What follows belongs to an exercise in optimizing a design on an open flow for small area, a short achievable clock period and few clock cycles per item; a production flow would make more cautious choices.
Function was checked by simulation only, so behaviour that the tests miss may differ from the original.

// rgb_to_hsv_converter
module rgb_to_hsv_converter (
  input  wire logic        clk_i,
  input  wire logic        rst_ni,
  input  wire logic        in_valid_i,
  output logic             in_stall_o,
  input  wire logic [23:0] in_word_i,
  output logic             out_valid_o,
  input  wire logic        out_stall_i,
  output logic [30:0]      out_word_o
);
  logic adv;
  logic [7:0] x1_r;
  logic [7:0] x1_g;
  logic [7:0] x1_b;
  logic x1_ge_rg;
  logic x1_ge_rb;
  logic x1_ge_gb;
  assign x1_r = in_word_i[23:16];
  assign x1_g = in_word_i[15:8];
  assign x1_b = in_word_i[7:0];
  assign x1_ge_rg = (x1_r >= x1_g);
  assign x1_ge_rb = (x1_r >= x1_b);
  assign x1_ge_gb = (x1_g >= x1_b);
  logic x1_isr;
  logic x1_isg;
  logic [2:0] x1_k;
  logic [7:0] x1_M;
  logic [7:0] x1_mid;
  logic [7:0] x1_mn;
  assign x1_isr = x1_ge_rg & x1_ge_rb;
  assign x1_isg = ~x1_isr & x1_ge_gb;
  always_comb begin
    if (x1_isr) begin x1_M = x1_r; x1_mid = x1_ge_gb ? x1_g : x1_b; x1_k = x1_ge_gb ? 3'd0 : 3'd5; end
    else if (x1_isg) begin x1_M = x1_g; x1_mid = x1_ge_rb ? x1_r : x1_b; x1_k = x1_ge_rb ? 3'd1 : 3'd2; end
    else begin x1_M = x1_b; x1_mid = x1_ge_rg ? x1_r : x1_g; x1_k = x1_ge_rg ? 3'd4 : 3'd3; end
    if (x1_ge_rg) x1_mn = x1_ge_gb ? x1_b : x1_g;
    else x1_mn = x1_ge_rb ? x1_b : x1_r;
  end
  logic [2:0] q1_k;
  logic [7:0] q1_M;
  logic [7:0] q1_mid;
  logic [7:0] q1_mn;
  logic q1_v;
  logic [7:0] x2_mag;
  logic [7:0] x2_D;
  logic [11:0] x2_x;
  assign x2_D = q1_M - q1_mn;
  assign x2_mag = q1_k[0] ? q1_M - q1_mid : q1_mid - q1_mn;
  assign x2_x = {x2_mag, 4'd0} - {4'd0, x2_mag};
  logic [7:0] x2_hr;
  logic [3:0] x2_hn;
  assign x2_hr = x2_x[11:4];
  assign x2_hn = x2_x[3:0];
  logic [2:0] q2_k;
  logic [7:0] q2_M;
  logic [7:0] q2_D;
  logic [7:0] q2_hr;
  logic [3:0] q2_hn;
  logic q2_v;
  logic [8:0] x3_ht;
  logic [8:0] x3_hd;
  logic [7:0] x3_hr;
  assign x3_ht = {q2_hr, q2_hn[3]};
  assign x3_hd = {~(x3_ht >= {1'b0, q2_D}), x3_ht[7:0] - q2_D};
  ...
Settings: LEC_CHECK=0, ABC_AREA=1, CAP_MARGIN=20, CORE_MARGIN=2, CORE_UTILIZATION=55, CTS_CLUSTER_DIAMETER=100, CTS_CLUSTER_SIZE=30, SETUP_SLACK_MARGIN=4.1, SLEW_MARGIN=20; clock period 7.5 ns.
run.sh (not shown) runs the stock make flow with config.mk's settings and CLKGATE_MAP_FILE= SYNTH_SCRIPT=/design/flow/synth_recipe.tcl, a recipe that flattens the netlist after the stock synthesis.
The starting point completed with no timing, DRC or antenna violations.
Testbench counts at the start, summed over its fixed seeds: cycles 24,064, pixels 24,000.
==> next run, changes <==
- CORE_UTILIZATION: 55 -> 45
- SETUP_SLACK_MARGIN: 4.1 -> 4.0
Outcome:
- cell area decreases by 1.8%
- clock skew increases by 0.014 ns
- global-route usage decreases by 3.9 points
- utilization decreases by 13 points
- via count decreases by 2.7%
- die area increases by 22%
- setup slack gets worse by 0.077 ns
- cell count increases by 3.3%
==> next run, changes <==
- CORE_UTILIZATION: 45 -> 50
- SETUP_SLACK_MARGIN: 4.0 -> 3.9
Result: The new run completed with no timing, DRC or antenna violations. Worst setup slack gets worse by 0.016 ns. Clock skew went down by 0.017 ns. Die area is lower by 9.8%.
==> next run, changes <==
- CORE_UTILIZATION: 50 -> 55
- SETUP_SLACK_MARGIN: 3.9 -> 4.0
Result: Non-clock buffer count grows by 31; cell count shrinks by 1.0%; via count grows by 1.6%; synthesized area is unchanged; critical path depth does not change; wire length grows by about 1.7%.
==> next run, changes <==
- CORE_UTILIZATION: 55 -> 50
=>
- setup slack degrades by 0.012 ns
- fmax drops slightly
- die area climbs by roughly a tenth

exp/maple:
Another version of the RTL of rgb_to_hsv_converter (not shown whole).
Size: about 2500 cells after synthesis, about 23000 sq um of cells after synthesis.
export LEC_CHECK = 0
export ABC_AREA = 1
export CAP_MARGIN = 20
export CORE_MARGIN = 2
export CORE_UTILIZATION = 60
export SETUP_SLACK_MARGIN = 4.0
export SLEW_MARGIN = 20
export TNS_END_PERCENT = 10
create_clock -name core_clock -period 7.5 [get_ports {clk_i}]
Testbench counts of exp/maple, summed over its fixed seeds: cycles 24,064, pixels 24,000.
For exp/garnet, these inputs were changed with respect to exp/maple:
Settings: TNS_END_PERCENT: 10 -> unset; CORE_UTILIZATION: 60 -> 45.
### Flow results
- Taking exp/maple as the reference, in exp/garnet final worst setup slack went up 0.13 ns; number of failing setup endpoints in the final timing report neither gained nor lost much; number of buffers added for setup after CTS up 6.
- Worst setup path endpoint: in_stall_o -> exp/maple, q1_mid[5] -> exp/garnet
### exp/garnet -> exp/zinc
Settings: an added CTS_CLUSTER_SIZE of 30; a change of CORE_UTILIZATION from 45 to 55; an added CTS_CLUSTER_DIAMETER of 100.
Every stage of the flow completed for exp/zinc, and the final layout passed the timing, design-rule and antenna checks.
exp/zinc reports its critical path launch point as out_stall_i while exp/garnet reports in_word_i[19].
Weighted congestion at the end of routability-driven global placement (lower): exp/zinc
The sequential fraction of total cell area of exp/zinc exceeds that of exp/garnet by 1.4 points.
STATUS final hold slack: exp/zinc wins against exp/garnet
There was hardly any difference in multi-input logic area between exp/garnet and exp/zinc.
In the tables for exp/garnet and exp/zinc, global-route met2 utilization reads lower with exp/garnet.
What exp/juniper does differently from exp/zinc at the input level:
Settings: a change of CORE_UTILIZATION from 55 to 60.
### Flow results
- In the tables for exp/juniper and exp/zinc, post-route met1 wirelength reads lower with exp/zinc.
- Area growth from synthesis to layout | exp/juniper above exp/zinc
- ~same DRC violations left in exp/juniper and exp/zinc
- NOTE vias per cell exp/zinc->exp/juniper increased slightly
- exp/juniper: max-slew headroom at the worst pin is 8.4 points higher than what exp/zinc reported.
- Total of clock buffers placed in the layout | exp/juniper below exp/zinc
- Looking only at smallest hold slack, and setting everything else aside, the higher value of exp/juniper and exp/zinc goes to exp/zinc.
- Looking at library cell contributing the largest single delay on the critical path, the buf_8 result is from exp/juniper; the buf_6 one comes from exp/zinc.

-- static timing again, ports no longer ideal --
No port has a modelled driver above. Below, the same layouts with a new extraction and two added sets of constraints. Step 1 sets driving cells, clkbuf_16 on the clock port and buf_2 on the other inputs (assumed; they add their load-dependent delay and slew). Step 2 also shifts input and output timing later by t, the mid clock arrival at the registers, as if the neighbouring blocks saw the same clock. a / b / c = no drivers / after step 1 / after step 2; a / b = the first two.
run | t, ns | slack for setup (ns) | worst hold slack (ns) | slew at the worst register clock pin (ns) | worst data-port slew with drivers (ns)
the first run of note 1 | 0.568 | 4.128 / 4.066 / 3.632 | 0.417 / 0.417 / 0.417 | 0.11 / 0.11 | 0.06
the second run of note 1 | 0.587 | 4.051 / 3.996 / 3.505 | 0.419 / 0.419 / 0.419 | 0.11 / 0.11 | 0.04
the third run of note 1 | 0.580 | 4.034 / 4.002 / 3.489 | 0.420 / 0.420 / 0.420 | 0.11 / 0.11 | 0.04
the fourth run of note 1 | 0.573 | 4.086 / 4.047 / 3.611 | 0.415 / 0.415 / 0.415 | 0.11 / 0.11 | 0.04
the fifth run of note 1 | 0.581 | 4.074 / 4.038 / 3.584 | 0.418 / 0.418 / 0.418 | 0.11 / 0.11 | 0.04
exp/maple | 0.587 | 3.901 / 3.870 / 3.440 | 0.412 / 0.412 / 0.412 | 0.07 / 0.07 | 0.04
exp/garnet | 0.595 | 4.028 / 4.031 / 3.460 | 0.411 / 0.411 / 0.411 | 0.06 / 0.06 | 0.04
exp/zinc | 0.574 | 4.085 / 4.049 / 3.535 | 0.423 / 0.423 / 0.423 | 0.11 / 0.11 | 0.04
exp/juniper | 0.565 | 4.065 / 4.012 / 3.529 | 0.417 / 0.417 / 0.417 | 0.11 / 0.11 | 0.06
After both steps every run listed still meets setup and hold. The setup slack of exp/garnet, which loses most, moves by +0.003 ns with the drivers and by -0.568 ns with both steps.
